From an optimization exercise on the open Yosys and OpenROAD flow, aimed at small area; shortcuts taken in it are not production practice. Function was checked by simulation only, so behaviour that the tests miss may differ from the original.

==> flow/design.v, too long to show whole: its modules and the start of the top module <==
// module mdc_top: 574 lines
// module mdc_dp: 998 lines
// module mdc_fa: 4 lines
// module mdc_ha: 4 lines
module mdc_top (
    input  logic         clk,
    input  logic         rst_n,
    input  logic         in_valid,
    input  logic [14:0]  in_data,
    input  logic [8:0]   in_mode,
    output logic         out_valid,
    output logic [206:0] out_data
);
  // ...
==> flow/flow/run.sh <==
#!/bin/bash
set -euo pipefail
bash standard.sh "BUFFER_PORTS_ARGS=-buffer_cell sky130_fd_sc_hd__buf_1" finish > standard_flow.log 2>&1
==> flow/standard.sh <==
#!/bin/bash
# synth_recipe.tcl (not shown) runs the flow's synth.tcl, then flattens the netlist and writes it again
# the make line also repeats each setting of config.mk as NAME=value (left out here)
make -C /OpenROAD-flow-scripts/flow DESIGN_CONFIG=/design/flow/config.mk WORK_HOME=/design/flow/orfs CLKGATE_MAP_FILE= SYNTH_SCRIPT=/design/flow/synth_recipe.tcl "${@:-finish}"
==> flow/config.mk <==
export PLATFORM = sky130hd
export DESIGN_NAME = mdc_top
export DESIGN_NICKNAME = mdc_top
export VERILOG_FILES = /design/flow/design.v
export SDC_FILE = /design/flow/constraint.sdc
export NUM_CORES = 8
export LEC_CHECK = 0
export ABC_AREA = 1
export CAP_MARGIN = 20
export CORE_MARGIN = 2
export CORE_UTILIZATION = 40
export CTS_BUF_LIST = sky130_fd_sc_hd__clkbuf_8
export CTS_CLUSTER_DIAMETER = 80
export CTS_CLUSTER_SIZE = 15
export SETUP_SLACK_MARGIN = 1.0
export SLEW_MARGIN = 20
export SYNTH_HIERARCHICAL = 1
export SYNTH_MINIMUM_KEEP_SIZE = 0
==> flow/constraint.sdc <==
create_clock -name core_clock -period 25.0 [get_ports {clk}]
set_input_delay 5.0000 -clock core_clock [delete_from_list [all_inputs] [get_ports {clk}]]
set_output_delay 5.0000 -clock core_clock [all_outputs]
set_load 0.01 [all_outputs]
==> metrics.md, run 1 <==
| Metric | Value |
|---|---|
| DIE WIDTH | `roughly 240 um` |
| Status | `finished clean` |
| Post-DP HPWL | `around 64000 um` |
| Leading area contributor after synthesis | `dfxtp_1` |
| Levels on crit path | `60` |
| Max Clock Skew | `roughly 45 ps` |
| Yosys reg bits | `about 410` |
| Sequential share of cell area | `approximately 33%` |
| Syn_area_per_cell | `between 8 and 9 um2` |
| Reg clk slew, reported paths | `approximately 100 ps` |
| Commonest cells post-synth | `nand2_1 (813), dfxtp_1 (406), fa_1 (267)` |
| Met2 Track Usage GR | `44.8%` |
| Async set-reset flop share out of synthesis | `less than 1%` |
| Grt met3 use | `4.04%` |
| Hold buffers post-CTS | `0` |
| Adder-Cell Fraction of Synth Area | `between 20% and 30%` |
| Multi-input gate count | `1950` |
| Worst EP required | `between 20000 and 30000 ps` |
| Ranking of synthesized cells by area | `dfxtp_1 (36%), fa_1 (23%), nand2_1 (13%)` |
| Beginning of the critical path | `c[0]$_SDFF_PN1_` |
| Tcrit/Tclk final | `between 80% and 90%` |
| Mux cell area share after synthesis | `0%` |
| Synth top area share | `between 30% and 40%` |
| Final hold slack | `312 ps` |
==> run 2: changes to the inputs <==
--- a/flow/config.mk
+++ b/flow/config.mk
@@ -9,5 +9,5 @@
 export CAP_MARGIN = 20
 export CORE_MARGIN = 2
-export CORE_UTILIZATION = 40
+export CORE_UTILIZATION = 65
 export CTS_BUF_LIST = sky130_fd_sc_hd__clkbuf_8
 export CTS_CLUSTER_DIAMETER = 80
==> metrics.md, run 2 <==
| Metric | Value |
|---|---|
| Status | `finished clean` |
| Cells after synthesis | `2742` |
| Worst setup SP type | `register` |
| Area of the die | `~37000 um2` |
| Max reg flops | `between 200 and 250` |
| Slowest cell on crit path | `a21oi_1` |
| Post-DP HPWL | `59700 um (-6.6%)` |
| Port buffer count | `234` |
| Critical path's most frequent cell | `fa_1` |
| Total track usage | `41.9%` |
| Max_cap viols | `0` |
| Leading area contributor after synthesis | `dfxtp_1` |
| Longest Clk Path Bufs | `3` |
| Tcrit/Tclk final | `80.8% (-0.32 points)` |
| Vias | `around 20k` |
| Fraction of layout cells with a size suffix above 1 | `approximately 3.4%` |
| Die Ht | `approximately 190 um` |
| Most common cell after layout, fill and taps aside | `nand2_1` |
| Final layout net count | `around 3.2k` |
| Unrepaired setup endpoints after global routing | `no` |
| RePlAce Congestion | `1.02` |
| TritonCTS Buffers | `31` |
| Ranking of synthesized cells by area | `dfxtp_1 (36%), fa_1 (23%), nand2_1 (13%)` |
| Slowest stage delay, CP | `a little over 800 ps` |
| CTS tree | `done` |
| Pin slew with the least headroom to its limit | `between 1000 and 1500 ps` |
| Max-slew headroom | `between 20 and 30%` |
| Number of synthesized flops with an enable pin | `1` |
| Count leader, synth | `nand2_1` |
| Path type of the worst setup path | `register to register` |
| Congestion Overflow GR | `0` |
| Initial Util | `about two thirds` |
| Setup TNS | `0 ps` |
| Slew Viols, Final | `0` |
| Largest net degree at the start of global routing | `110` |
| Yosys warnings | `9` |
| Fillers | `approximately 2.8k` |
| Commonest cells post-synth | `nand2_1 (813), dfxtp_1 (406), fa_1 (267)` |
| Drt wl/cell | `approximately 23 um` |
| Worst-path fanout max | `17` |
| First-pass GRT wire length | `approximately 110000 um` |
| Row count | `just under 70` |
| Iter 0 DRT Violations | `2512` |
| DRC viols | `0` |
| Antenna-violating nets left | `0` |
| Reg clk slew, reported paths | `100 ps (about the same)` |
| WP data arrival | `about 21000 ps` |
| Final core occ | `approximately 70%` |
| Resized cells post-CTS | `0` |
| Worst hold path cell count | `0` |
| Yosys reg bits | `409 (unchanged)` |
| Max Clock Skew | `62.8 ps (+17.8 ps)` |
| Layout area overhead | `5.88%` |
| Post-CTS setup buffer count | `0` |
| Syn_area_per_cell | `8.35 um2 (unchanged)` |
| H-Tree Depth | `1` |
| Via density per instance | `between 5 and 6` |
| Clk latency of the worst-skew pair | `approximately 700 ps` |
| Reg2Reg Depth | `60` |
| Sequential share of the synthesized area | `between 30 and 40%` |
| Commonest cells after routing, fill and taps aside | `nand2_1 (813), dfxtp_1 (406), fa_1 (267)` |
| Async set-reset flop share out of synthesis | `0.489% (unchanged)` |
| Tightest Hold Check Type | `register to register` |
| Core box area | `between 30000 and 40000 um2` |
| Synth cell types | `38` |
| Initial antenna violation count | `1` |
| # clock sinks | `~410` |
| Root Buffer | `clkbuf_8` |
| Synth Flop Type | `dfxtp_1` |
| Critical Path Sink Type | `register` |
| DIE WIDTH | `192 um (-21%)` |
| IO Pins | `about 240` |
| Synth top area share | `35.5% (unchanged)` |
| Max Clock Freq | `0.0495 GHz` |
| Final setup viols | `0` |
| Worst EP required | `25530 ps (+60 ps)` |
| Number of global-route vias before repair | `19.3k` |
| Final min period | `between 20000 and 25000 ps` |
| Total wire length | `approximately 76000 um` |
| Post-Syn Area | `between 20000 and 25000 um2` |
| Hold buffers post-CTS | `0 (unchanged)` |
| Final hold vios | `0` |
| DR pass1 iterations | `6` |
-- run 2: cell counts after synthesis --
No cell type changed its count.
-- run 2: kinds of logic after synthesis --
family	after synthesis	synth area share (%)
compound gates	281	6.81
buf+inv	396	7.44
flops	409	35.9
fa+ha+maj	319	26.2
other cells	1	0.0164
simple gates	1336	23.7
-- run 2: through the flow --
stage / hold WS [ps] / instance area [um2] / std cells / setup slack (ps)
floorplan: 310 / 22900 / 2755 / 6830
CTS: 302 / 24200 / 3347 / 5030
detailed placement: 312 / 23800 / 3311 / 5050
global route: 305 / 24200 / 3347 / 3990
global placement: 310 / 23800 / 3311 / 5510
finish: 290 / 24200 / 3351 / 4800
-- run 2: area by class of cell --
type / count / area [um2] / share of cell area, %
antenna: 4 / 10.0 / 0.0413
clock buffer: 32 / 440 / 1.82
clock inverter: 4 / 30.0 / 0.124
inverter: 247 / 935 / 3.86
multi-input combinational: 1950 / 13000 / 53.8
sequential: 409 / 8210 / 33.9
tap: 455 / 569 / 2.35
timing repair buffer: 250 / 998 / 4.12
-- run 2: worst paths after layout --
kind | end | slack (ps) | startpoint
worst max-delay path | out_data[149]$_DFF_P_ | 4800 | c[0]$_SDFF_PN1_
worst min-delay path | mr[2][0]$_DFF_P_ | 290 | mr[1][0]$_DFF_P_
worst max register to register | out_data[149]$_DFF_P_ | 4800 | c[0]$_SDFF_PN1_
worst min register to register | mr[2][0]$_DFF_P_ | 290 | mr[1][0]$_DFF_P_
max in group asynchronous | busy$_DFF_PN0_ | 20750 | rst_n
min in group asynchronous | out_valid$_DFF_PN0_ | 4120 | rst_n
-- run 2: critical path, delay by kind of cell, from the launching register on --
kind	cells	cell delay, ps
flops	1	440
fa+ha+maj	38	15800
buf+inv	5	550
simple gates	14	2020
compound gates	3	1300
-- run 2: per-layer routing --
metal  track usage, %  vias up  part of all wire, %  routed length (um)
li1                 -     8810                    -                   -
met1             52.1     9544                   36               27200
met2             66.8     1369                   45               34700
met3             8.72      296                   12                8840
met4             26.6        0                  7.4                5690
met5                0        -                    0                   0
-- run 2: per-module statistics from Yosys, one instance, submodules excluded --
module	cells	copies in the design	area, um2	flops+latches
mdc_dp	572	1	2560	0
mdc_fa	1	267	20.0	0
mdc_top	1858	1	14400	409
mdc_ha	1	45	12.5	0
==> run 3: changes to the inputs <==
==> flow/flow/run.sh (replaced) <==
#!/bin/bash
set -euo pipefail
rm -rf abcscripts
cp -r "$FLOW_HOME/scripts" abcscripts
cp flow/abc_area.script abcscripts/abc_area.script
bash standard.sh "SCRIPTS_DIR=$PWD/abcscripts" synth > synth.log 2>&1
bash standard.sh "BUFFER_PORTS_ARGS=-buffer_cell sky130_fd_sc_hd__buf_1" finish > layout.log 2>&1
==> flow/flow/abc_area.script (new file) <==
strash
dch
amap -m -F 30 -A 30
topo
stime -c
--- a/flow/config.mk
+++ b/flow/config.mk
@@ -9,5 +9,5 @@
 export CAP_MARGIN = 20
 export CORE_MARGIN = 2
-export CORE_UTILIZATION = 65
+export CORE_UTILIZATION = 40
 export CTS_BUF_LIST = sky130_fd_sc_hd__clkbuf_8
 export CTS_CLUSTER_DIAMETER = 80
==> metrics.md, run 3 <==
| Metric | Value |
|---|---|
| Status | `finished clean` |
| Unrepaired setup endpoints after global routing | `no` |
| Final min period | `20590 ps (+380 ps)` |
| Yosys reg bits | `409 (unchanged)` |
| Max-slew headroom | `21.5% (-7.0 points)` |
| Fin cells | `2956 (-12%)` |
| Sequential share of the synthesized area | `39.7% (+3.8 points)` |
| DRC viols | `0 (unchanged)` |
| DR pass1 iterations | `8 (+2)` |
| # diodes | `0 (-4)` |
| Final setup viols | `0 (unchanged)` |
| Ranking of synthesized cells by area | `dfxtp_1 (39%), fa_1 (26%), o21ai_0 (5.1%)` |
| Vias | `16.5k (-18%)` |
| CTS tree | `done` |
| Post-DP HPWL | `53400 um (-11%)` |
| Hold_sp | `mr[1][5]$_DFF_P_` |
| H-Tree Depth | `2 (+1)` |
| Mux cell area share after synthesis | `0% (unchanged)` |
| Worst EP required | `25480 ps (-50 ps)` |
| Compound-gate portion of the synthesized area | `15.9% (+9.1 points)` |
| Max_cap viols | `0 (unchanged)` |
| Clk latency of the worst-skew pair | `630 ps (-50 ps)` |
| Commonest cells post-synth | `dfxtp_1 (406), nor2_1 (269), fa_1 (267)` |
| Largest family of logic cells by synthesized area | `adder cells` |
| Worst setup SP type | `register` |
| Antenna-violating nets left | `0 (unchanged)` |
| Total track usage | `25.5% (-16 points)` |
| Reg clk slew, reported paths | `90 ps (about the same)` |
| Synth Area in XOR/XNOR | `0.127% (+0.13 points)` |
| Final hold slack | `319 ps (+28.9 ps)` |
| Yosys warnings | `9 (unchanged)` |
| Max Clock Skew | `37.0 ps (-25.9 ps)` |
| Reg2Reg Depth | `59 (-1.7%)` |
| Tightest Hold Check Type | `register to register` |
| Cells after synthesis | `1988 (-27%)` |
| Post-Syn Area | `20700 um2 (-9.6%)` |
| Port buffer count | `234 (unchanged)` |
| Total wire length | `69000 um (-9.8%)` |
| Area of the die | `53600 um2 (+46%)` |
| Drt wl/cell | `23.3 um (+2.3%)` |
| Critical path's most frequent cell | `fa_2` |
| Largest net degree at the start of global routing | `175 (+59%)` |
| Max Clock Freq | `0.0486 GHz (-1.8%)` |
| Final hold vios | `0 (unchanged)` |
| Slowest cell on crit path | `o22ai_1` |
| IO Pins | `235 (unchanged)` |
| Max reg flops | `203 (unchanged)` |
| Critical Path Sink Type | `register` |
| Adder-Cell Fraction of Synth Area | `29.0% (+2.8 points)` |
| Syn_area_per_cell | `10.4 um2 (+25%)` |
| Pin slew with the least headroom to its limit | `1180 ps (+106 ps)` |
| DIE WIDTH | `231 um (+21%)` |
| Number of global-route vias before repair | `16.4k (-15%)` |
| Fraction of layout cells with a size suffix above 1 | `4.88% (+1.5 points)` |
| Layout area overhead | `12.0%` |
| Top Metal Used | `met4` |
| Row count | `83 (+22%)` |
| Inst Count DP | `2909 (-12%)` |
| Initial antenna violation count | `0 (-1)` |
| Commonest cells after routing, fill and taps aside | `dfxtp_1 (406), nor2_1 (268), fa_1 (236)` |
| Synth top area share | `39.3% (+3.8 points)` |
| WL met2 | `32200 um (-7.4%)` |
| Leading area contributor after synthesis | `dfxtp_1` |
| WP data arrival | `21060 ps (+330 ps)` |
| Synth Flop Type | `dfxtp_1` |
| Congestion Overflow GR | `0 (unchanged)` |
| RR Startpoint | `c[2]$_SDFF_PN0_` |
| Final layout net count | `2614 (-19%)` |
| Simple-gate share of the synthesized area | `10.4% (-13 points)` |
| Worst-path fanout max | `36 (+19)` |
| Via density per instance | `5.58 (-6.5%)` |
| Worst hold path cell count | `0 (unchanged)` |
| TritonCTS Buffers | `35 (+13%)` |
| Root Buffer | `clkbuf_8` |
| Most common cell after layout, fill and taps aside | `dfxtp_1` |
| Path type of the worst setup path | `register to register` |
| DR WL met3 | `5460 um (-38%)` |
| Count leader, synth | `dfxtp_1` |
| Beginning of the critical path | `c[2]$_SDFF_PN0_` |
| Iter 0 DRT Violations | `1828 (-27%)` |
| Core box area | `51200 um2 (+48%)` |
| Synth cell types | `41 (+7.9%)` |
| Resized cells post-CTS | `0 (unchanged)` |
| First-pass GRT wire length | `103000 um (-9.7%)` |
| Longest Clk Path Bufs | `3 (unchanged)` |
| Post-CTS setup buffer count | `0 (unchanged)` |
| Initial Util | `40.4% (-26 points)` |
| M1 WL | `28400 um (+4.2%)` |
| Number of synthesized flops with an enable pin | `1 (unchanged)` |
| # clock sinks | `409 (unchanged)` |
| Slew Viols, Final | `0 (unchanged)` |
| Async set-reset flop share out of synthesis | `0.489% (unchanged)` |
| Hold buffers post-CTS | `0 (unchanged)` |
| RePlAce Congestion | `0.935 (-8.2%)` |
| Slowest stage delay, CP | `780 ps (-50 ps)` |
| Tcrit/Tclk final | `82.3% (+1.5 points)` |
| Die Ht | `231 um (+21%)` |
run 3: metrics by stage:
stage	area (um2)	setup slack, ps	utilization [%]	setup TNS (ps)
3_3_place_gp	22500	4900	44.0	0
5_1_grt	23200	3470	45.3	0
3_5_place_dp	22500	4530	44.0	0
4_1_cts	23100	4520	45.2	0
6_report	23200	4410	45.3	0
2_1_floorplan	20800	-5540	-	-136690
run 3: cell families (layout without fill, tap and decap cells):
logic type                 Yosys count  count (layout)
AOI/OAI and AO/OA                  518             518
xor gates and xnor gates             3               3
adders and majority gates          319             319
buffers and inverters              234             509
DFF                                409             409
other                                1              14
and+or+nand+nor                    504             504
run 3: metal layers:
metal / GRT usage (%) / vias to the layer above
met5: 0 / -
met4: 10.7 / 0
met3: 3.52 / 142
met2: 42.3 / 850
met1: 33.4 / 8128
li1: - / 7386
run 3: final timing paths:
path | end | slack, ps
max | out_data[148]$_DFF_P_ | 4410
min | mr[2][5]$_DFF_P_ | 320
max reg2reg | out_data[148]$_DFF_P_ | 4410
min reg2reg | mr[2][5]$_DFF_P_ | 320
max in group asynchronous | out_valid$_DFF_PN0_ | 20720
min in group asynchronous | busy$_DFF_PN0_ | 4160
run 3: final cells by class:
| class | instances | area (um2) |
|---|---|---|
| Clock buffer | 37 | 509 |
| Clock inverter | 8 | 95.1 |
| Multi-Input combinational cell | 1358 | 11600 |
| Inverter | 200 | 757 |
| Tap cell | 680 | 851 |
| Fill cell | 4968 | 28000 |
| Timing Repair Buffer | 264 | 1120 |
| Sequential cell | 409 | 8210 |
run 3: worst max-delay path: cells and delay by family, from the launching register on:
kind	cells	cell delay, ps
and+or+nand+nor	7	1680
DFF	1	360
xor gates and xnor gates	1	160
AOI/OAI and AO/OA	8	2300
adders and majority gates	38	14190
buffers and inverters	5	1700
run 3: per-module statistics from Yosys (local to each module, per instance):
module   times used  flops+latches  cells inside
mdc_top           1            409          1270
mdc_dp            1              0           406
mdc_fa          267              0             1
mdc_ha           45              0             1
==> run 4: changes to the inputs <==
--- a/flow/config.mk
+++ b/flow/config.mk
@@ -9,5 +9,5 @@
 export CAP_MARGIN = 20
 export CORE_MARGIN = 2
-export CORE_UTILIZATION = 40
+export CORE_UTILIZATION = 65
 export CTS_BUF_LIST = sky130_fd_sc_hd__clkbuf_8
 export CTS_CLUSTER_DIAMETER = 80
==> metrics.md, run 4 <==
| Metric | Value |
|---|---|
| Area of the die | `33300 um2 (-38%)` |
| Max-slew headroom | `22.1% (+0.62 points)` |
| Largest net degree at the start of global routing | `97 (-45%)` |
| Port buffer count | `234 (unchanged)` |
| # clock sinks | `409 (unchanged)` |
| Synth top area share | `39.3% (unchanged)` |
| Longest Clk Path Bufs | `3 (unchanged)` |
| Number of synthesized flops with an enable pin | `1 (unchanged)` |
| Area of the multi-input gates | `11600 um2 (about the same)` |
| Beginning of the critical path | `c[2]$_SDFF_PN0_` |
| Async set-reset flop share out of synthesis | `0.489% (unchanged)` |
| Status | `finished clean` |
| # diodes | `0 (unchanged)` |
| Final layout net count | `2616 (+0.077%)` |
| Setup TNS | `0 ps (unchanged)` |
| Commonest cells post-synth | `dfxtp_1 (406), nor2_1 (269), fa_1 (267)` |
| Total wire length | `65800 um (-4.6%)` |
| Hold buffers post-CTS | `0 (unchanged)` |
| Slowest cell on crit path | `o22ai_1` |
| Resized cells post-CTS | `0 (unchanged)` |
| Vias | `17.0k (+3.1%)` |
| Drt wl/cell | `24.6 um (+5.3%)` |
| H-Tree Depth | `2 (unchanged)` |
| Fillers | `2433 (-51%)` |
| Leading area contributor after synthesis | `dfxtp_1` |
| IO Pins | `235 (unchanged)` |
| Sequential share of the synthesized area | `39.7% (unchanged)` |
| Worst EP required | `25410 ps (-70 ps)` |
| Commonest cells after routing, fill and taps aside | `dfxtp_1 (406), nor2_1 (268), fa_1 (236)` |
| Critical Path Sink Type | `register` |
| Hold_sp | `ln[4][5]$_DFF_P_` |
| Final setup viols | `0 (unchanged)` |
| Worst setup SP type | `register` |
| Ranking of synthesized cells by area | `dfxtp_1 (39%), fa_1 (26%), o21ai_0 (5.1%)` |
| Post-Syn Area | `20700 um2 (unchanged)` |
| Layout area overhead | `10.0%` |
| Initial Util | `65.7% (+25 points)` |
| Synth Flop Type | `dfxtp_1` |
| Die Ht | `182 um (-21%)` |
| Pin slew with the least headroom to its limit | `1170 ps (-9.31 ps)` |
| Number of global-route vias before repair | `16.7k (+1.5%)` |
| Syn_area_per_cell | `10.4 um2 (unchanged)` |
| Via density per instance | `6.36 (+14%)` |
| Max Clock Skew | `33.1 ps (-3.85 ps)` |
| CP delay by family, top | `adder cells` |
| Critical path's most frequent cell | `fa_2` |
| Slowest stage delay, CP | `860 ps (+80 ps)` |
| Synth cell types | `41 (unchanged)` |
| Tightest Hold Check Type | `register to register` |
| Final hold vios | `0 (unchanged)` |
| First-pass GRT wire length | `98700 um (-4.2%)` |
| Final min period | `20360 ps (-223 ps)` |
| Max Clock Freq | `0.0491 GHz (+1.1%)` |
| Most common cell after layout, fill and taps aside | `dfxtp_1` |
| CTS tree | `done` |
| DR pass1 iterations | `8 (unchanged)` |
| Total track usage | `39.6% (+14 points)` |
| Congestion Overflow GR | `0 (unchanged)` |
| WP data arrival | `20770 ps (-290 ps)` |
| DRC viols | `0 (unchanged)` |
| Cells after synthesis | `1988 (unchanged)` |
| TritonCTS Buffers | `34 (-2.9%)` |
| Core box area | `31500 um2 (-39%)` |
| DIE WIDTH | `182 um (-21%)` |
| Yosys reg bits | `409 (unchanged)` |
| Final hold slack | `326 ps (+6.23 ps)` |
| RePlAce Congestion | `0.986 (+5.4%)` |
| Slew Viols, Final | `0 (unchanged)` |
| Count leader, synth | `dfxtp_1` |
| Max reg flops | `203 (unchanged)` |
| Antenna-violating nets left | `0 (unchanged)` |
| Final core occ | `72.3% (+27 points)` |
| Worst-path fanout max | `39 (+8.3%)` |
| Sequential Area | `8210 um2 (unchanged)` |
| Unrepaired setup endpoints after global routing | `no` |
| Root Buffer | `clkbuf_8` |
| Post-DP HPWL | `50500 um (-5.5%)` |
| Path type of the worst setup path | `register to register` |
| Fraction of layout cells with a size suffix above 1 | `4.84% (-0.040 points)` |
| Post-CTS setup buffer count | `0 (unchanged)` |
| Row count | `65 (-22%)` |
| Worst path bufs/invs | `6 (+1)` |
| Max_cap viols | `0 (unchanged)` |
| Tcrit/Tclk final | `81.5% (-0.89 points)` |
| Yosys warnings | `9 (unchanged)` |
| Clk latency of the worst-skew pair | `580 ps (-50 ps)` |
| RR Startpoint | `c[2]$_SDFF_PN0_` |
| Reg clk slew, reported paths | `100 ps (about the same)` |
| Initial antenna violation count | `0 (unchanged)` |
| Iter 0 DRT Violations | `2057 (+13%)` |
## run 4: cell counts after synthesis
Identical to the previous run, type by type.
## run 4: routing by layer
metal | up-vias | GRT usage (%) | part of all wire, %
met1 | 8327 | 52.5 | 38
met2 | 1113 | 62.9 | 46
met3 | 208 | 7.36 | 9.9
li1 | 7367 | - | -
met4 | 0 | 20.2 | 5.9
met5 | - | 0 | 0
## run 4: modules after synthesis (local to each module, per instance)
| module | flip-flops and latches | times used |
|---|---|---|
| mdc_fa | 0 | 267 |
| mdc_ha | 0 | 45 |
| mdc_top | 409 | 1 |
| mdc_dp | 0 | 1 |
## run 4: final timing paths
| check | slack (ps) | endpoint | cells after the start |
|---|---|---|---|
| max | 4640 | out_data[136]$_DFF_P_ | 60 |
| min | 330 | ln[5][5]$_DFF_P_ | 0 |
| max reg2reg | 4640 | out_data[136]$_DFF_P_ | 60 |
| min reg2reg | 330 | ln[5][5]$_DFF_P_ | 0 |
| max in group asynchronous | 20710 | out_valid$_DFF_PN0_ | 1 |
| min in group asynchronous | 4170 | busy$_DFF_PN0_ | 1 |
## run 4: kinds of logic (layout without fill, tap and decap cells)
| kind of cell | count (synthesis) | after routing | synth area share (%) |
|---|---|---|---|
| AO/OA/AOI/OAI | 518 | 518 | 15.9 |
| AND/OR/NAND/NOR | 504 | 504 | 10.4 |
| flip-flops | 409 | 409 | 39.7 |
| adder cells (fa/ha/maj) | 319 | 319 | 29.0 |
| buffers and inverters | 234 | 507 | 4.86 |
| XOR/XNOR | 3 | 3 | 0.127 |
| other | 1 | 14 | 0.0181 |
## run 4: final cells by class
class | instances | area share, %
multi-input cells | 1358 | 51.1
flip-flops and latches | 409 | 36.1
repair buffers | 267 | 4.94
inverters | 200 | 3.33
well taps | 402 | 2.21
clock buffers | 34 | 2.06
clock inverters | 6 | 0.269
## run 4: per-stage QoR
| stage | setup WS [ps] | area (um2) | std cells |
|---|---|---|---|
| 3_3_place_gp | 5380 | 22200 | 2635 |
| 4_1_cts | 4960 | 22700 | 2676 |
| 2_1_floorplan | -5540 | 20800 | 2001 |
| 5_1_grt | 3890 | 22800 | 2676 |
| 6_report | 4640 | 22800 | 2676 |
| 3_5_place_dp | 5040 | 22200 | 2636 |
## run 4: worst register-to-register path: cells and delay by family, from the launching register on
family          cells  cell delay [ps]
flops               1              370
simple gates        7             1170
fa+ha+maj          38            14150
buf+inv             6             1910
compound gates      8             2410
xor+xnor            1              160
==> run 5: changes to the inputs <==
==> flow/flow/run.sh (replaced) <==
#!/bin/bash
# Own flow = the standard flow (standard.sh) with these changes:
#  2. the floorplan step only removes the synthesis buffers (REMOVE_ABC_BUFFERS=1) instead of
#     running a timing repair on unplaced, unrouted estimates (later steps still repair timing);
#  3. the port buffers use the smallest buffer cell instead of the default delay buffer.
# Every tool's output goes to a log file in this folder.
set -euo pipefail
rm -rf abcscripts
cp -r "$FLOW_HOME/scripts" abcscripts
cp flow/abc_area.script abcscripts/abc_area.script
bash standard.sh "SCRIPTS_DIR=$PWD/abcscripts" synth > synth.log 2>&1
bash standard.sh REMOVE_ABC_BUFFERS=1 "BUFFER_PORTS_ARGS=-buffer_cell sky130_fd_sc_hd__buf_1" finish > layout.log 2>&1
==> flow/flow/abc_area.script (replaced) <==
strash
dch -f
amap -m -F 50 -A 50 -C 200
topo
stime -c
==> metrics.md, run 5 <==
| Metric | Value |
|---|---|
| Final min period | `21230 ps (+869 ps)` |
| IO Pins | `235 (unchanged)` |
| Count leader, synth | `dfxtp_1` |
| # clock sinks | `409 (unchanged)` |
| Reg clk slew, reported paths | `100 ps (about the same)` |
| Pin slew with the least headroom to its limit | `1170 ps (+3.99 ps)` |
| Initial antenna violation count | `0 (unchanged)` |
| Syn_area_per_cell | `10.9 um2 (+4.8%)` |
| Slowest cell on crit path | `o22ai_1` |
| Number of synthesized flops with an enable pin | `1 (unchanged)` |
| Layout area overhead | `10.1% (about the same)` |
| Critical path's most frequent cell | `fa_1` |
| Row count | `65 (unchanged)` |
| Async set-reset flop share out of synthesis | `0.489% (unchanged)` |
| RePlAce Congestion | `0.962 (-2.4%)` |
| Cells after synthesis | `1883 (-5.3%)` |
| # diodes | `0 (unchanged)` |
| Yosys reg bits | `409 (unchanged)` |
| Commonest cells post-synth | `dfxtp_1 (406), nor2_1 (318), fa_1 (267)` |
| Final WS setup | `3770 ps (-869 ps)` |
| Post-DP HPWL | `48500 um (-4.0%)` |
| Core box area | `31300 um2 (-0.52%)` |
| DR pass1 iterations | `7 (-1)` |
| Clk latency of the worst-skew pair | `570 ps (about the same)` |
| Grt met1 use | `52.4% (-0.12 points)` |
| Fillers | `2402 (-1.3%)` |
| Leading area contributor after synthesis | `dfxtp_1` |
| Ranking of synthesized cells by area | `dfxtp_1 (40%), fa_1 (26%), nor2_1 (5.8%)` |
| Post-Syn Area | `20500 um2 (-0.78%)` |
| CTS tree | `done` |
| TritonCTS Buffers | `35 (+2.9%)` |
| Port buffer count | `234 (unchanged)` |
| Unrepaired setup endpoints after global routing | `no` |
| Fraction of layout cells with a size suffix above 1 | `4.05% (-0.79 points)` |
| Sequential share of the synthesized area | `40.0% (+0.31 points)` |
| Status | `finished clean` |
| Inst Count DP | `2532 (-3.9%)` |
| DIE WIDTH | `182 um (-0.38%)` |
| Final setup viols | `0 (unchanged)` |
| Hold buffers post-CTS | `0 (unchanged)` |
| Max-slew headroom | `21.8% (-0.27 points)` |
| Slew Viols, Final | `0 (unchanged)` |
| Yosys warnings | `9 (unchanged)` |
| Iter 0 DRT Violations | `1961 (-4.7%)` |
| Area of the die | `33000 um2 (-0.77%)` |
| WP data arrival | `21630 ps (+860 ps)` |
| Resized cells post-CTS | `0 (unchanged)` |
| Commonest cells after routing, fill and taps aside | `dfxtp_1 (406), nor2_1 (317), fa_1 (267)` |
| Die Ht | `182 um (-0.38%)` |
| H-Tree Depth | `2 (unchanged)` |
| Worst setup SP type | `register` |
| Setup TNS | `0 ps (unchanged)` |
| Max reg flops | `203 (unchanged)` |
| Max Clock Skew | `23.1 ps (-10.0 ps)` |
| Worst-path fanout max | `68 (+74%)` |
| Number of global-route vias before repair | `16.3k (-2.1%)` |
| Worst EP required | `25400 ps (about the same)` |
| Tightest Hold Check Type | `register to register` |
| First-pass GRT wire length | `96600 um (-2.1%)` |
| Grt met3 use | `5.70% (-1.7 points)` |
| Gr busiest metal | `met2` |
| DP Worst Slack | `4050 ps (-996 ps)` |
| Fin cells | `2576 (-3.7%)` |
| Root Buffer | `clkbuf_8` |
| Vias | `16.7k (-2.1%)` |
| Final layout net count | `2514 (-3.9%)` |
| Longest Clk Path Bufs | `3 (unchanged)` |
| Slowest stage delay, CP | `990 ps (+130 ps)` |
| Total wire length | `64100 um (-2.5%)` |
| Most common cell after layout, fill and taps aside | `dfxtp_1` |
| Critical Path Sink Type | `register` |
| Largest net degree at the start of global routing | `108 (+11%)` |
| Synth cell types | `40 (-2.4%)` |
| Max_cap viols | `0 (unchanged)` |
| Congestion Overflow GR | `0 (unchanged)` |
| Drt wl/cell | `24.9 um (+1.2%)` |
| Via density per instance | `6.47 (+1.7%)` |
| Max Clock Freq | `0.0471 GHz (-4.1%)` |
| Initial Util | `65.6% (-0.17 points)` |
| Synth Flop Type | `dfxtp_1` |
| Synth top area share | `39.6% (+0.31 points)` |
| Total track usage | `38.9% (-0.69 points)` |
| Post-CTS setup buffer count | `0 (unchanged)` |
| Met2 Track Usage GR | `62.4% (-0.46 points)` |
| Final hold vios | `0 (unchanged)` |
| Tcrit/Tclk final | `84.9% (+3.5 points)` |
| DRC viols | `0 (unchanged)` |
| Path type of the worst setup path | `register to register` |
| Antenna-violating nets left | `0 (unchanged)` |
run 5: cell families after synthesis:
group                    count (synthesis)  synth area share (%)
adder cells (fa/ha/maj)                319                  29.2
AO/OA/AOI/OAI                          523                  17.3
XOR/XNOR                                 2                0.0854
flip-flops                             409                  40.0
AND/OR/NAND/NOR                        472                  9.91
buffers and inverters                  157                  3.49
other                                    1                0.0183
run 5: cell type report:
cell class	count	area (um2)	share of cell area, %
Clock buffer	36	495	2.19
Clock inverter	7	75.1	0.332
Inverter	123	467	2.06
Multi-Input combinational cell	1330	11700	51.8
Sequential cell	409	8210	36.3
Tap cell	402	503	2.23
Timing Repair Buffer	269	1140	5.05
run 5: critical path, delay by kind of cell, from the launching register on:
kind | cells | cell delay, ps
AOI/OAI and AO/OA | 6 | 1890
adders and majority gates | 38 | 15740
and+or+nand+nor | 5 | 1310
DFF | 1 | 650
buffers and inverters | 4 | 1380
run 5: path summary, 6_finish.rpt:
path | cells after the start | to | slack, ps | from
worst min register to register | 0 | ln[11][2]$_DFF_P_ | 320 | ln[10][2]$_DFF_P_
worst max register to register | 53 | out_data[146]$_DFF_P_ | 3770 | c[4]$_SDFF_PN0_
worst min-delay path | 0 | ln[11][2]$_DFF_P_ | 320 | ln[10][2]$_DFF_P_
max in group asynchronous | 1 | out_valid$_DFF_PN0_ | 20680 | rst_n
worst max-delay path | 53 | out_data[146]$_DFF_P_ | 3770 | c[4]$_SDFF_PN0_
min in group asynchronous | 1 | busy$_DFF_PN0_ | 4190 | rst_n
run 5: metal layers:
metal  up-vias  wire length, um  part of all wire, %
met4         0             3670                  5.7
met3       198             6430                   10
li1       7148                -                    -
met2      1090            29500                   46
met5         -                0                    0
met1      8221            24500                   38
run 5: per-module statistics from Yosys (local to each module, per instance):
module / flip-flops and latches / times used / cells / area [um2]
mdc_dp: 0 / 1 / 417 / 1970
mdc_fa: 0 / 267 / 1 / 20.0
mdc_ha: 0 / 45 / 1 / 12.5
mdc_top: 409 / 1 / 1154 / 12700
run 5: per-stage QoR:
| stage | utilization, % | hold WS [ps] | cell area (um2) |
|---|---|---|---|
| after detailed placement | 70.2 | 312 | 22000 |
| final | 72.2 | 322 | 22600 |
| after global placement | 70.2 | 310 | 22000 |
| after CTS | 72.0 | 318 | 22600 |
| after floorplan | - | 310 | 20300 |
| after global routing | 72.2 | 314 | 22600 |

port drivers added, routing unchanged:
Ports are ideal in the flow. The routed layouts listed here were re-timed in OpenROAD. Step 1 assumes that a clkbuf_16 drives the clock port and a buf_2 every other input. Step 2, shift: input delay + t, output delay - t, t = (earliest + latest rising clock arrival at the registers) / 2. This alone moves slack from input paths to output paths. Three values: no drivers, after step 1, after step 2; two values: the first two.
run | t (ns) | setup slack, ns | hold WS [ns] | clock arrival spread, ns
run 1 | 0.672 | 4.715 / 4.715 / 4.715 | 0.312 / 0.312 / 0.312 | 0.045 / 0.045
run 2 | 0.696 | 4.795 / 4.795 / 4.795 | 0.290 / 0.290 / 0.290 | 0.063 / 0.063
run 3 | 0.661 | 4.415 / 4.415 / 4.415 | 0.319 / 0.319 / 0.319 | 0.037 / 0.037
run 4 | 0.619 | 4.638 / 4.638 / 4.638 | 0.326 / 0.326 / 0.326 | 0.034 / 0.033
run 5 | 0.607 | 3.768 / 3.768 / 3.768 | 0.322 / 0.322 / 0.322 | 0.024 / 0.024
After both steps setup and hold are still met in every run listed.
